Background: an optimization exercise with open tools, aiming at small area. Do not read the settings as production practice.
In this exercise RTL edits were held to simulation tests only and were not proved equivalent to the original.

==> v18: inputs <==
==> flow/design.v <==
package tlb_pkg;
  localparam int TLB_ENTRY_COUNT = 32;
  localparam int TLB_INDEX_W     = 5;
  localparam int TLB_KEY_W       = 20;
  localparam int TLB_VALUE_W     = 22;
  localparam logic [TLB_INDEX_W-1:0] TLB_RANDOM_MIN = 5'd4;
  localparam logic [TLB_INDEX_W-1:0] TLB_RANDOM_MAX = 5'(TLB_ENTRY_COUNT - 1);
  localparam logic [TLB_KEY_W-1:0]   TLB_KEY_RESET  = 20'hC0000;
  localparam int TLB_V_BIT     = 0;
  localparam int TLB_W_BIT     = 1;
  localparam int TLB_FRAME_LSB = 2;
  localparam int TLB_FRAME_MSB = 21;
endpackage
module tlb_aoi222 (input logic a1, a2, b1, b2, c1, c2, output logic y);
  assign y = !((a1 & a2) | (b1 & b2) | (c1 & c2));
endmodule
module tlb_aoi22 (input logic a1, a2, b1, b2, output logic y);
  assign y = !((a1 & a2) | (b1 & b2));
endmodule
module tlb_oai22 (input logic a1, a2, b1, b2, output logic y);
  assign y = !((a1 | a2) & (b1 | b2));
endmodule
module tlb_key_cmp
(
  input  logic [tlb_pkg::TLB_KEY_W-1:0] key,
  input  logic [tlb_pkg::TLB_KEY_W-1:0] pn,
  output logic                          match
);
  logic [6:0] ok_one;     
  logic [9:0] bad_zero;   
  for (genvar g = 0; g < 6; g++) begin : g_one
    tlb_aoi222 u_aoi (
      .a1(key[3*g]),   .a2(pn[3*g]),
      .b1(key[3*g+1]), .b2(pn[3*g+1]),
      .c1(key[3*g+2]), .c2(pn[3*g+2]),
      .y (ok_one[g])
    );
  end
  tlb_aoi22 u_aoi_last (
    .a1(key[18]), .a2(pn[18]),
    .b1(key[19]), .b2(pn[19]),
    .y (ok_one[6])
  );
  for (genvar g = 0; g < 10; g++) begin : g_zero
    tlb_oai22 u_oai (
      .a1(key[2*g]),   .a2(pn[2*g]),
      .b1(key[2*g+1]), .b2(pn[2*g+1]),
      .y (bad_zero[g])
    );
  end
  tlb_match_reduce u_red (.ok(ok_one), .bad(bad_zero), .match(match));
endmodule
module tlb_match_reduce (input logic [6:0] ok, input logic [9:0] bad, output logic match);
  assign match = (&ok) & !(|bad);
endmodule
module tlb_key_matcher
(
  input  logic [tlb_pkg::TLB_ENTRY_COUNT*tlb_pkg::TLB_KEY_W-1:0] keys,   
  input  logic [tlb_pkg::TLB_KEY_W-1:0]   page,
  output logic                   hit,
  output logic [tlb_pkg::TLB_INDEX_W-1:0] index
);
  localparam int N  = tlb_pkg::TLB_ENTRY_COUNT;
  localparam int KW = tlb_pkg::TLB_KEY_W;
  logic [N-1:0]  match;
  logic [KW-1:0] page_n;
  assign page_n = ~page;
  for (genvar i = 0; i < N; i++) begin : g_cmp
    tlb_key_cmp u_cmp (
      .key   (keys[i*KW +: KW]),
      .pn    (page_n),
      .match (match[i])
    );
  end
  tlb_prio u_prio (.match(match), .hit(hit), .index(index));
endmodule
module tlb_prio
(
  input  logic [tlb_pkg::TLB_ENTRY_COUNT-1:0] match,
  output logic                   hit,
  output logic [tlb_pkg::TLB_INDEX_W-1:0] index
);
  assign hit = |match;
  always_comb begin
    index = '0;
    for (int i = tlb_pkg::TLB_ENTRY_COUNT - 1; i >= 0; i--)
      if (match[i]) index = tlb_pkg::TLB_INDEX_W'(i);
  end
endmodule
module tlb_ao22 (input logic a1, a2, b1, b2, output logic y);
  assign y = (a1 & a2) | (b1 & b2);
endmodule
module tlb_read_bit
(
  input  logic [tlb_pkg::TLB_ENTRY_COUNT-1:0] sel,
  input  logic [tlb_pkg::TLB_ENTRY_COUNT-1:0] bits,
  output logic                                q
);
  logic [10:0] none;    
  for (genvar g = 0; g < 10; g++) begin : g_aoi
    tlb_aoi222 u_aoi (
      .a1(sel[3*g]),   .a2(bits[3*g]),
      .b1(sel[3*g+1]), .b2(bits[3*g+1]),
      .c1(sel[3*g+2]), .c2(bits[3*g+2]),
      .y (none[g])
    );
  end
  tlb_aoi22 u_aoi_last (
    .a1(sel[30]), .a2(bits[30]),
    .b1(sel[31]), .b2(bits[31]),
    .y (none[10])
  );
  tlb_read_reduce u_red (.none(none), .q(q));
endmodule
module tlb_read_reduce (input logic [10:0] none, output logic q);
  assign q = !(&none);
endmodule
module tlb_controller
(
  input  logic                   clock,
  input  logic                   reset,
  input  logic                   transRequest,
  input  logic [tlb_pkg::TLB_KEY_W-1:0]   transPage,
  output logic                   transAccept,
  output logic                   transDone,
  output logic                   transMiss,
  output logic [19:0]            transFrame,
  output logic                   transWritable,
  output logic                   transValid,
  input  logic                   cmdValid,
  input  logic [1:0]             cmdOp,
  input  logic [tlb_pkg::TLB_INDEX_W-1:0] cmdIndex,
  input  logic [tlb_pkg::TLB_KEY_W-1:0]   cmdKey,
  input  logic [tlb_pkg::TLB_VALUE_W-1:0] cmdValue,
  output logic                   cmdReady,
  output logic                   rspValid,
  output logic [tlb_pkg::TLB_INDEX_W-1:0] rspIndex,
  output logic [tlb_pkg::TLB_KEY_W-1:0]   rspKey,
  output logic [tlb_pkg::TLB_VALUE_W-1:0] rspValue,
  output logic                   rspProbeMiss,
  output logic [tlb_pkg::TLB_INDEX_W-1:0] randomIndex,
  output logic [tlb_pkg::TLB_INDEX_W-1:0] vmIndex1,
  input  logic [tlb_pkg::TLB_VALUE_W-1:0] vmReadData1,
  output logic [tlb_pkg::TLB_INDEX_W-1:0] vmIndex2,
  input  logic [tlb_pkg::TLB_VALUE_W-1:0] vmReadData2,
  output logic [tlb_pkg::TLB_VALUE_W-1:0] vmWriteData2,
  output logic                   vmWriteEnable2
);
  localparam int N  = tlb_pkg::TLB_ENTRY_COUNT;
  localparam int KW = tlb_pkg::TLB_KEY_W;
  localparam int IW = tlb_pkg::TLB_INDEX_W;
  logic              busy;
  logic [N*KW-1:0]   keys;    
  logic [N*KW-1:0]   keys_d;
  logic [IW-1:0]     random_q;
  logic              trans_done_q, trans_miss_q;
  logic [IW-1:0]     rsp_index_q;
  logic              rsp_miss_q;
  logic              trans_hit, probe_hit;
  logic [IW-1:0]     trans_index, probe_index;
  logic              write_commit;
  logic [IW-1:0]     cmd_index;    
  logic [KW-1:0]     wkey;
  logic [N-1:0]      we, rsel;
  assign write_commit = !busy && cmdValid && cmdOp[1];
  assign cmd_index    = (cmdOp[1] && cmdOp[0]) ? random_q : cmdIndex;
  tlb_key_matcher u_trans_match (
    .keys  (keys),
    .page  (transPage),
    .hit   (trans_hit),
    .index (trans_index)
  );
  tlb_key_matcher u_probe_match (
    .keys  (keys),
    .page  (cmdKey),
    .hit   (probe_hit),
    .index (probe_index)
  );
  assign wkey = reset ? tlb_pkg::TLB_KEY_RESET : cmdKey;
  always_comb begin
    for (int i = 0; i < N; i++) begin
      we[i]   = reset || (write_commit && (cmd_index == IW'(i)));
      rsel[i] = (rsp_index_q == IW'(i));
    end
  end
  for (genvar i = 0; i < N; i++) begin : g_entry
    for (genvar b = 0; b < KW; b++) begin : g_bit
      tlb_ao22 u_hold (
        .a1 (keys[i*KW + b]),
        .a2 (!we[i]),
        .b1 (wkey[b]),
        .b2 (we[i]),
        .y  (keys_d[i*KW + b])
      );
    end
  end
  for (genvar b = 0; b < KW; b++) begin : g_rbit
    logic [N-1:0] col;
    for (genvar i = 0; i < N; i++) begin : g_col
      assign col[i] = keys[i*KW + b];
    end
    tlb_read_bit u_rbit (
      .sel  (rsel),
      .bits (col),
      .q    (rspKey[b])
    );
  end
  always_ff @(posedge clock) begin
    keys         <= keys_d;
    busy         <= !reset && !busy && cmdValid;
    trans_done_q <= !reset && transAccept;
    trans_miss_q <= !trans_hit;
    rsp_index_q  <= (cmdOp == 2'd0) ? probe_index : cmd_index;
    rsp_miss_q   <= (cmdOp == 2'd0) && !probe_hit;
    if (reset || random_q == tlb_pkg::TLB_RANDOM_MIN) random_q <= tlb_pkg::TLB_RANDOM_MAX;
    else                                             random_q <= random_q - 5'd1;
  end
  assign cmdReady       = !busy;
  assign rspValid       = busy && !reset;
  assign rspIndex       = rsp_index_q;
  assign rspProbeMiss   = rsp_miss_q;
  assign rspValue       = vmReadData2;
  assign vmIndex2       = cmd_index;
  assign vmWriteData2   = cmdValue;
  assign vmWriteEnable2 = write_commit && !reset;
  assign transAccept    = transRequest && !write_commit;
  assign vmIndex1       = trans_index;
  assign transDone      = trans_done_q && !reset;
  assign transMiss      = trans_miss_q;
  assign transFrame     = vmReadData1[tlb_pkg::TLB_FRAME_MSB:tlb_pkg::TLB_FRAME_LSB];
  assign transWritable  = vmReadData1[tlb_pkg::TLB_W_BIT];
  assign transValid     = vmReadData1[tlb_pkg::TLB_V_BIT];
  assign randomIndex    = random_q;
endmodule
==> flow/run.sh <==
#!/bin/bash
# synth_recipe.tcl (not shown) runs the flow's synth.tcl, then flattens the netlist and writes it again
# the make line also repeats each setting of config.mk as NAME=value (left out here)
make -C /OpenROAD-flow-scripts/flow DESIGN_CONFIG=/design/flow/config.mk WORK_HOME=/design/flow/orfs CLKGATE_MAP_FILE= SYNTH_SCRIPT=/design/flow/synth_recipe.tcl finish
==> flow/config.mk <==
export PLATFORM = sky130hd
export DESIGN_NAME = tlb_controller
export DESIGN_NICKNAME = tlb_controller
export VERILOG_FILES = /design/flow/design.v
export SDC_FILE = /design/flow/constraint.sdc
export NUM_CORES = 4
export LEC_CHECK = 0
export CAP_MARGIN = 20
export CORE_MARGIN = 2
export CORE_UTILIZATION = 40
export SLEW_MARGIN = 20
export SYNTH_HIERARCHICAL = 1
==> flow/constraint.sdc <==
create_clock -name core_clock -period 8.0 [get_ports {clock}]
set_input_delay 1.6000 -clock core_clock [delete_from_list [all_inputs] [get_ports {clock}]]
set_output_delay 1.6000 -clock core_clock [all_outputs]
set_load 0.01 [all_outputs]
==> v4: changes against v18 <==
==> flow/design.v, changed modules only <==
module tlb_nand4 (input logic a, b, c, d, output logic y);
  assign y = !(a & b & c & d);
endmodule
module tlb_nand2 (input logic a, b, output logic y);
  assign y = !(a & b);
endmodule
module tlb_nor2 (input logic a, b, output logic y);
  assign y = !(a | b);
endmodule
module tlb_or4 (input logic a, b, c, d, output logic y);
  assign y = a | b | c | d;
endmodule
module tlb_or3 (input logic a, b, c, output logic y);
  assign y = a | b | c;
endmodule
module tlb_key_cmp
(
  input  logic [tlb_pkg::TLB_KEY_W-1:0] key,
  input  logic [tlb_pkg::TLB_KEY_W-1:0] pn,
  output logic                          match
);
  logic [5:0] ok_one;     
  logic [9:0] bad_zero;   
  for (genvar g = 0; g < 6; g++) begin : g_one
    tlb_aoi222 u_aoi (
      .a1(key[3*g]),   .a2(pn[3*g]),
      .b1(key[3*g+1]), .b2(pn[3*g+1]),
      .c1(key[3*g+2]), .c2(pn[3*g+2]),
      .y (ok_one[g])
    );
  end
  for (genvar g = 0; g < 10; g++) begin : g_zero
    tlb_oai22 u_oai (
      .a1(key[2*g]),   .a2(pn[2*g]),
      .b1(key[2*g+1]), .b2(pn[2*g+1]),
      .y (bad_zero[g])
    );
  end
  tlb_match_reduce u_red (
    .ok    (ok_one),
    .bad   (bad_zero),
    .k18   (key[18]), .pn18 (pn[18]),
    .k19   (key[19]), .pn19 (pn[19]),
    .match (match)
  );
endmodule
module tlb_match_reduce
(
  input  logic [5:0] ok,
  input  logic [9:0] bad,
  input  logic       k18, pn18, k19, pn19,
  output logic       match
);
  logic s1, s2, s3, s4, v, w, x;
  tlb_nand4 u_s1 (.a(ok[0]),  .b(ok[1]),  .c(ok[2]), .d(ok[3]), .y(s1));
  tlb_or4   u_s2 (.a(bad[0]), .b(bad[1]), .c(bad[2]), .d(bad[3]), .y(s2));
  tlb_or4   u_s3 (.a(bad[4]), .b(bad[5]), .c(bad[6]), .d(bad[7]), .y(s3));
  tlb_or4   u_s4 (.a(bad[8]), .b(bad[9]), .c(s1), .d(s2), .y(s4));
  tlb_nand2 u_v  (.a(ok[4]),  .b(ok[5]),  .y(v));
  tlb_or3   u_w  (.a(s3), .b(s4), .c(v), .y(w));
  tlb_ao22  u_x  (.a1(k18), .a2(pn18), .b1(k19), .b2(pn19), .y(x));
  tlb_nor2  u_m  (.a(w), .b(x), .y(match));
endmodule
module tlb_read_bit
(
  input  logic [tlb_pkg::TLB_ENTRY_COUNT-1:0] sel,
  input  logic [tlb_pkg::TLB_ENTRY_COUNT-1:0] bits,
  output logic                                q
);
  logic [9:0] none;    
  for (genvar g = 0; g < 10; g++) begin : g_aoi
    tlb_aoi222 u_aoi (
      .a1(sel[3*g]),   .a2(bits[3*g]),
      .b1(sel[3*g+1]), .b2(bits[3*g+1]),
      .c1(sel[3*g+2]), .c2(bits[3*g+2]),
      .y (none[g])
    );
  end
  tlb_read_reduce u_red (
    .none (none),
    .s30  (sel[30]), .b30 (bits[30]),
    .s31  (sel[31]), .b31 (bits[31]),
    .q    (q)
  );
endmodule
module tlb_read_reduce
(
  input  logic [9:0] none,
  input  logic       s30, b30, s31, b31,
  output logic       q
);
  logic r1, r2, r3, x;
  tlb_nand4 u_r1 (.a(none[0]), .b(none[1]), .c(none[2]), .d(none[3]), .y(r1));
  tlb_nand4 u_r2 (.a(none[4]), .b(none[5]), .c(none[6]), .d(none[7]), .y(r2));
  tlb_nand2 u_r3 (.a(none[8]), .b(none[9]), .y(r3));
  tlb_ao22  u_x  (.a1(s30), .a2(b30), .b1(s31), .b2(b31), .y(x));
  tlb_or4   u_q  (.a(r1), .b(r2), .c(r3), .d(x), .y(q));
endmodule
// module tlb_aoi22 removed
==> flow/flow/run.sh (new file) <==
#!/bin/bash
set -euo pipefail
export BUFFER_PORTS_ARGS="-buffer_cell sky130_fd_sc_hd__buf_1"
export CTS_ARGS="-sink_clustering_enable -repair_clock_nets -sink_clustering_size 30 -sink_clustering_max_diameter 60 -buf_list sky130_fd_sc_hd__clkbuf_16 -dont_use_dummy_load"
bash standard.sh finish > standard_flow.log 2>&1
==> flow/standard.sh (new file) <==
#!/bin/bash
# synth_recipe.tcl (not shown) runs the flow's synth.tcl, then flattens the netlist and writes it again
# the make line also repeats each setting of config.mk as NAME=value (left out here)
make -C /OpenROAD-flow-scripts/flow DESIGN_CONFIG=/design/flow/config.mk WORK_HOME=/design/flow/orfs CLKGATE_MAP_FILE= SYNTH_SCRIPT=/design/flow/synth_recipe.tcl "${@:-finish}"
CELL_PAD_IN_SITES_DETAIL_PLACEMENT = 1   (was default)
CELL_PAD_IN_SITES_GLOBAL_PLACEMENT = 1   (was default)
CORE_UTILIZATION = 50   (was 40)
removed: flow/run.sh
==> v28: changes against v18 <==
==> flow/design.v, changed modules only <==
module tlb_nand4 (input logic a, b, c, d, output logic y);
  assign y = !(a & b & c & d);
endmodule
module tlb_nand2 (input logic a, b, output logic y);
  assign y = !(a & b);
endmodule
module tlb_nor2 (input logic a, b, output logic y);
  assign y = !(a | b);
endmodule
module tlb_nand3 (input logic a, b, c, output logic y);
  assign y = !(a & b & c);
endmodule
module tlb_and2 (input logic a, b, output logic y);
  assign y = a & b;
endmodule
module tlb_or4 (input logic a, b, c, d, output logic y);
  assign y = a | b | c | d;
endmodule
module tlb_or3 (input logic a, b, c, output logic y);
  assign y = a | b | c;
endmodule
module tlb_key_cmp
#(
  parameter bit FAST = 1'b0    
)
(
  input  logic [tlb_pkg::TLB_KEY_W-1:0] key_n,
  input  logic [tlb_pkg::TLB_KEY_W-1:0] page,
  output logic                          match
);
  logic [5:0] ok_one;     
  logic [9:0] bad_zero;   
  for (genvar g = 0; g < 6; g++) begin : g_one
    tlb_aoi222 u_aoi (
      .a1(key_n[3*g]),   .a2(page[3*g]),
      .b1(key_n[3*g+1]), .b2(page[3*g+1]),
      .c1(key_n[3*g+2]), .c2(page[3*g+2]),
      .y (ok_one[g])
    );
  end
  for (genvar g = 0; g < 10; g++) begin : g_zero
    tlb_oai22 u_oai (
      .a1(key_n[2*g]),   .a2(page[2*g]),
      .b1(key_n[2*g+1]), .b2(page[2*g+1]),
      .y (bad_zero[g])
    );
  end
  if (FAST) begin : g_fast
    tlb_match_reduce_fast u_red (
      .ok    (ok_one),
      .bad   (bad_zero),
      .k18   (key_n[18]), .p18  (page[18]),
      .k19   (key_n[19]), .p19  (page[19]),
      .match (match)
    );
  end else begin : g_small
    tlb_match_reduce u_red (
      .ok    (ok_one),
      .bad   (bad_zero),
      .k18   (key_n[18]), .p18  (page[18]),
      .k19   (key_n[19]), .p19  (page[19]),
      .match (match)
    );
  end
endmodule
module tlb_match_reduce
(
  input  logic [5:0] ok,
  input  logic [9:0] bad,
  input  logic       k18, p18, k19, p19,
  output logic       match
);
  logic s1, s2, s3, s4, v, w, x;
  tlb_nand4 u_s1 (.a(ok[0]),  .b(ok[1]),  .c(ok[2]), .d(ok[3]), .y(s1));
  tlb_or4   u_s2 (.a(bad[0]), .b(bad[1]), .c(bad[2]), .d(bad[3]), .y(s2));
  tlb_or4   u_s3 (.a(bad[4]), .b(bad[5]), .c(bad[6]), .d(bad[7]), .y(s3));
  tlb_or4   u_s4 (.a(bad[8]), .b(bad[9]), .c(s1), .d(s2), .y(s4));
  tlb_nand2 u_v  (.a(ok[4]),  .b(ok[5]),  .y(v));
  tlb_or3   u_w  (.a(s3), .b(s4), .c(v), .y(w));
  tlb_ao22  u_x  (.a1(k18), .a2(p18), .b1(k19), .b2(p19), .y(x));
  tlb_nor2  u_m  (.a(w), .b(x), .y(match));
endmodule
module tlb_match_reduce_fast
(
  input  logic [5:0] ok,
  input  logic [9:0] bad,
  input  logic       k18, p18, k19, p19,
  output logic       match
);
  logic [4:0] y;
  logic       b1, b2, b3, b4, c1, c2;
  for (genvar j = 0; j < 5; j++) begin : g_pair
    tlb_nor2 u_y (.a(bad[2*j]), .b(bad[2*j+1]), .y(y[j]));
  end
  tlb_nand4 u_b1 (.a(ok[0]), .b(ok[1]), .c(ok[2]), .d(ok[3]), .y(b1));
  tlb_nand4 u_b2 (.a(ok[4]), .b(ok[5]), .c(y[0]),  .d(y[1]),  .y(b2));
  tlb_nand3 u_b3 (.a(y[2]),  .b(y[3]),  .c(y[4]),  .y(b3));
  tlb_ao22  u_b4 (.a1(k18), .a2(p18), .b1(k19), .b2(p19), .y(b4));
  tlb_nor2  u_c1 (.a(b1), .b(b2), .y(c1));
  tlb_nor2  u_c2 (.a(b3), .b(b4), .y(c2));
  tlb_and2  u_m  (.a(c1), .b(c2), .y(match));
endmodule
module tlb_key_matcher
#(
  parameter bit FAST = 1'b0
)
(
  input  logic [tlb_pkg::TLB_ENTRY_COUNT*tlb_pkg::TLB_KEY_W-1:0] keys_n,   
  input  logic [tlb_pkg::TLB_KEY_W-1:0]   page,
  output logic                   hit,
  output logic [tlb_pkg::TLB_INDEX_W-1:0] index
);
  localparam int N  = tlb_pkg::TLB_ENTRY_COUNT;
  localparam int KW = tlb_pkg::TLB_KEY_W;
  logic [N-1:0]  match;
  for (genvar i = 0; i < N; i++) begin : g_cmp
    tlb_key_cmp #(.FAST(FAST)) u_cmp (
      .key_n (keys_n[i*KW +: KW]),
      .page  (page),
      .match (match[i])
    );
  end
  tlb_prio u_prio (.match(match), .hit(hit), .index(index));
endmodule
module tlb_read_bit
(
  input  logic [tlb_pkg::TLB_ENTRY_COUNT-1:0] sel,
  input  logic [tlb_pkg::TLB_ENTRY_COUNT-1:0] bits,
  output logic                                q_n
);
  logic [9:0] none;    
  for (genvar g = 0; g < 10; g++) begin : g_aoi
    tlb_aoi222 u_aoi (
      .a1(sel[3*g]),   .a2(bits[3*g]),
      .b1(sel[3*g+1]), .b2(bits[3*g+1]),
      .c1(sel[3*g+2]), .c2(bits[3*g+2]),
      .y (none[g])
    );
  end
  tlb_read_reduce u_red (
    .none (none),
    .s30  (sel[30]), .b30 (bits[30]),
    .s31  (sel[31]), .b31 (bits[31]),
    .q_n  (q_n)
  );
endmodule
module tlb_read_reduce
(
  input  logic [9:0] none,
  input  logic       s30, b30, s31, b31,
  output logic       q_n
);
  logic r1, r2, r3, r, x;
  tlb_nand4 u_r1 (.a(none[0]), .b(none[1]), .c(none[2]), .d(none[3]), .y(r1));
  tlb_nand4 u_r2 (.a(none[4]), .b(none[5]), .c(none[6]), .d(none[7]), .y(r2));
  tlb_nand2 u_r3 (.a(none[8]), .b(none[9]), .y(r3));
  tlb_or3   u_r  (.a(r1), .b(r2), .c(r3), .y(r));
  tlb_ao22  u_x  (.a1(s30), .a2(b30), .b1(s31), .b2(b31), .y(x));
  tlb_nor2  u_q  (.a(r), .b(x), .y(q_n));
endmodule
module tlb_controller
(
  input  logic                   clock,
  input  logic                   reset,
  input  logic                   transRequest,
  input  logic [tlb_pkg::TLB_KEY_W-1:0]   transPage,
  output logic                   transAccept,
  output logic                   transDone,
  output logic                   transMiss,
  output logic [19:0]            transFrame,
  output logic                   transWritable,
  output logic                   transValid,
  input  logic                   cmdValid,
  input  logic [1:0]             cmdOp,
  input  logic [tlb_pkg::TLB_INDEX_W-1:0] cmdIndex,
  input  logic [tlb_pkg::TLB_KEY_W-1:0]   cmdKey,
  input  logic [tlb_pkg::TLB_VALUE_W-1:0] cmdValue,
  output logic                   cmdReady,
  output logic                   rspValid,
  output logic [tlb_pkg::TLB_INDEX_W-1:0] rspIndex,
  output logic [tlb_pkg::TLB_KEY_W-1:0]   rspKey,
  output logic [tlb_pkg::TLB_VALUE_W-1:0] rspValue,
  output logic                   rspProbeMiss,
  output logic [tlb_pkg::TLB_INDEX_W-1:0] randomIndex,
  output logic [tlb_pkg::TLB_INDEX_W-1:0] vmIndex1,
  input  logic [tlb_pkg::TLB_VALUE_W-1:0] vmReadData1,
  output logic [tlb_pkg::TLB_INDEX_W-1:0] vmIndex2,
  input  logic [tlb_pkg::TLB_VALUE_W-1:0] vmReadData2,
  output logic [tlb_pkg::TLB_VALUE_W-1:0] vmWriteData2,
  output logic                   vmWriteEnable2
);
  localparam int N  = tlb_pkg::TLB_ENTRY_COUNT;
  localparam int KW = tlb_pkg::TLB_KEY_W;
  localparam int IW = tlb_pkg::TLB_INDEX_W;
  logic              busy;
  logic [N*KW-1:0]   keys_n;    
  logic [N*KW-1:0]   keys_n_d;
  logic [IW-1:0]     random_q;
  logic              trans_done_q, trans_miss_q;
  logic [IW-1:0]     rsp_index_q;
  logic              rsp_miss_q;
  logic              trans_hit, probe_hit;
  logic [IW-1:0]     trans_index, probe_index;
  logic              write_commit;
  logic [IW-1:0]     cmd_index;    
  logic [KW-1:0]     wkey_n;
  logic [N-1:0]      we, rsel;
  assign write_commit = !busy && cmdValid && cmdOp[1];
  assign cmd_index    = (cmdOp[1] && cmdOp[0]) ? random_q : cmdIndex;
  tlb_key_matcher #(.FAST(1'b1)) u_trans_match (
    .keys_n (keys_n),
    .page  (transPage),
    .hit   (trans_hit),
    .index (trans_index)
  );
  tlb_key_matcher u_probe_match (
    .keys_n (keys_n),
    .page  (cmdKey),
    .hit   (probe_hit),
    .index (probe_index)
  );
  assign wkey_n = reset ? ~tlb_pkg::TLB_KEY_RESET : ~cmdKey;
  always_comb begin
    for (int i = 0; i < N; i++) begin
      we[i]   = reset || (write_commit && (cmd_index == IW'(i)));
      rsel[i] = (rsp_index_q == IW'(i));
    end
  end
  for (genvar i = 0; i < N; i++) begin : g_entry
    for (genvar b = 0; b < KW; b++) begin : g_bit
      tlb_ao22 u_hold (
        .a1 (keys_n[i*KW + b]),
        .a2 (!we[i]),
        .b1 (wkey_n[b]),
        .b2 (we[i]),
        .y  (keys_n_d[i*KW + b])
      );
    end
  end
  for (genvar b = 0; b < KW; b++) begin : g_rbit
    logic [N-1:0] col;
    for (genvar i = 0; i < N; i++) begin : g_col
      assign col[i] = keys_n[i*KW + b];
    end
    tlb_read_bit u_rbit (
      .sel  (rsel),
      .bits (col),
      .q_n  (rspKey[b])
    );
  end
  always_ff @(posedge clock) begin
    keys_n       <= keys_n_d;
    busy         <= !reset && !busy && cmdValid;
    trans_done_q <= !reset && transAccept;
    trans_miss_q <= !trans_hit;
    rsp_index_q  <= (cmdOp == 2'd0) ? probe_index : cmd_index;
    rsp_miss_q   <= (cmdOp == 2'd0) && !probe_hit;
    if (reset || random_q == tlb_pkg::TLB_RANDOM_MIN) random_q <= tlb_pkg::TLB_RANDOM_MAX;
    else                                             random_q <= random_q - 5'd1;
  end
  assign cmdReady       = !busy;
  assign rspValid       = busy && !reset;
  assign rspIndex       = rsp_index_q;
  assign rspProbeMiss   = rsp_miss_q;
  assign rspValue       = vmReadData2;
  assign vmIndex2       = cmd_index;
  assign vmWriteData2   = cmdValue;
  assign vmWriteEnable2 = write_commit && !reset;
  assign transAccept    = transRequest && !write_commit;
  assign vmIndex1       = trans_index;
  assign transDone      = trans_done_q && !reset;
  assign transMiss      = trans_miss_q;
  assign transFrame     = vmReadData1[tlb_pkg::TLB_FRAME_MSB:tlb_pkg::TLB_FRAME_LSB];
  assign transWritable  = vmReadData1[tlb_pkg::TLB_W_BIT];
  assign transValid     = vmReadData1[tlb_pkg::TLB_V_BIT];
  assign randomIndex    = random_q;
endmodule
// module tlb_aoi22 removed
==> flow/flow/run.sh (new file) <==
#!/bin/bash
set -euo pipefail
export BUFFER_PORTS_ARGS="-buffer_cell sky130_fd_sc_hd__buf_1"
export CTS_ARGS="-sink_clustering_enable -repair_clock_nets -sink_clustering_size 24 -sink_clustering_max_diameter 100 -buf_list sky130_fd_sc_hd__clkbuf_16 -dont_use_dummy_load"
export RECOVER_POWER=100
bash standard.sh finish > standard_flow.log 2>&1
==> flow/standard.sh (new file) <==
#!/bin/bash
# synth_recipe.tcl (not shown) runs the flow's synth.tcl, then flattens the netlist and writes it again
# the make line also repeats each setting of config.mk as NAME=value (left out here)
make -C /OpenROAD-flow-scripts/flow DESIGN_CONFIG=/design/flow/config.mk WORK_HOME=/design/flow/orfs CLKGATE_MAP_FILE= SYNTH_SCRIPT=/design/flow/synth_recipe.tcl "${@:-finish}"
CELL_PAD_IN_SITES_DETAIL_PLACEMENT = 1   (was default)
CELL_PAD_IN_SITES_GLOBAL_PLACEMENT = 1   (was default)
CORE_UTILIZATION = 50   (was 40)
SETUP_SLACK_MARGIN = 0.2   (was default)
removed: flow/run.sh
==> impl_metrics.tcl <==
set metrics [dict create \
    routed-wl-met2_um 86010 \
    p_seq_w 0.00415 \
    cp.depth 15 \
    dp_hpwl_um 146800 \
    status "timing/DRC/antenna clean" \
    clkCellAreaFrac 0.03408 \
]
Source of the figures above: v4

==> impl_metrics.tcl <==
set metrics [dict create \
    so.violations "capacitance limit, slew limit" \
    drv_cap 15 \
    drv_slew 346 \
    status "complete, but fails checks" \
    routed-wl-met2_um 83650 \
    clkCellAreaFrac 0.02196 \
]
Source of the figures above: v28

==> impl_metrics.tcl <==
set metrics [dict create \
    powerComb_w 0.00212 \
    routed-wl-met2_um 85600 \
    dp_hpwl_um 147000 \
    yosys.area_share.xor_xnor 0.0004720 \
    status "timing/DRC/antenna clean" \
    seq_area_sq_um 13090 \
    seq_cells 654 \
]
Source of the figures above: v18

==> port drivers added, routing unchanged <==
No port has a modelled driver above. Below, the same layouts with a new extraction and two added sets of constraints.
Step 1 assumes that a clkbuf_16 drives the clock port and a buf_2 every other input.
Step 2 times the ports against the registers' clock, not the clock port: input delays grow and output delays shrink by t, the midpoint of the rising clock arrivals with the driver on.
a / b / c = no drivers / after step 1 / after step 2; a / b = the first two.
| run | t, ns | setup slack, ns | hold WS [ns] | pins driven straight from the clock port |
|---|---|---|---|---|
| v18 | 0.734 | 0.149 / 0.124 / 0.124 | 0.447 / 0.447 / 0.447 | 1 |
| v4 | 0.736 | 0.478 / 0.454 / 0.454 | 0.460 / 0.460 / 0.460 | 1 |
| v28 | 0.679 | 0.137 / 0.067 / -0.183 | 0.486 / 0.486 / 0.486 | 1 |
The setup slack of v28, which loses most, moves by -0.070 ns with the drivers and by -0.320 ns with both steps.
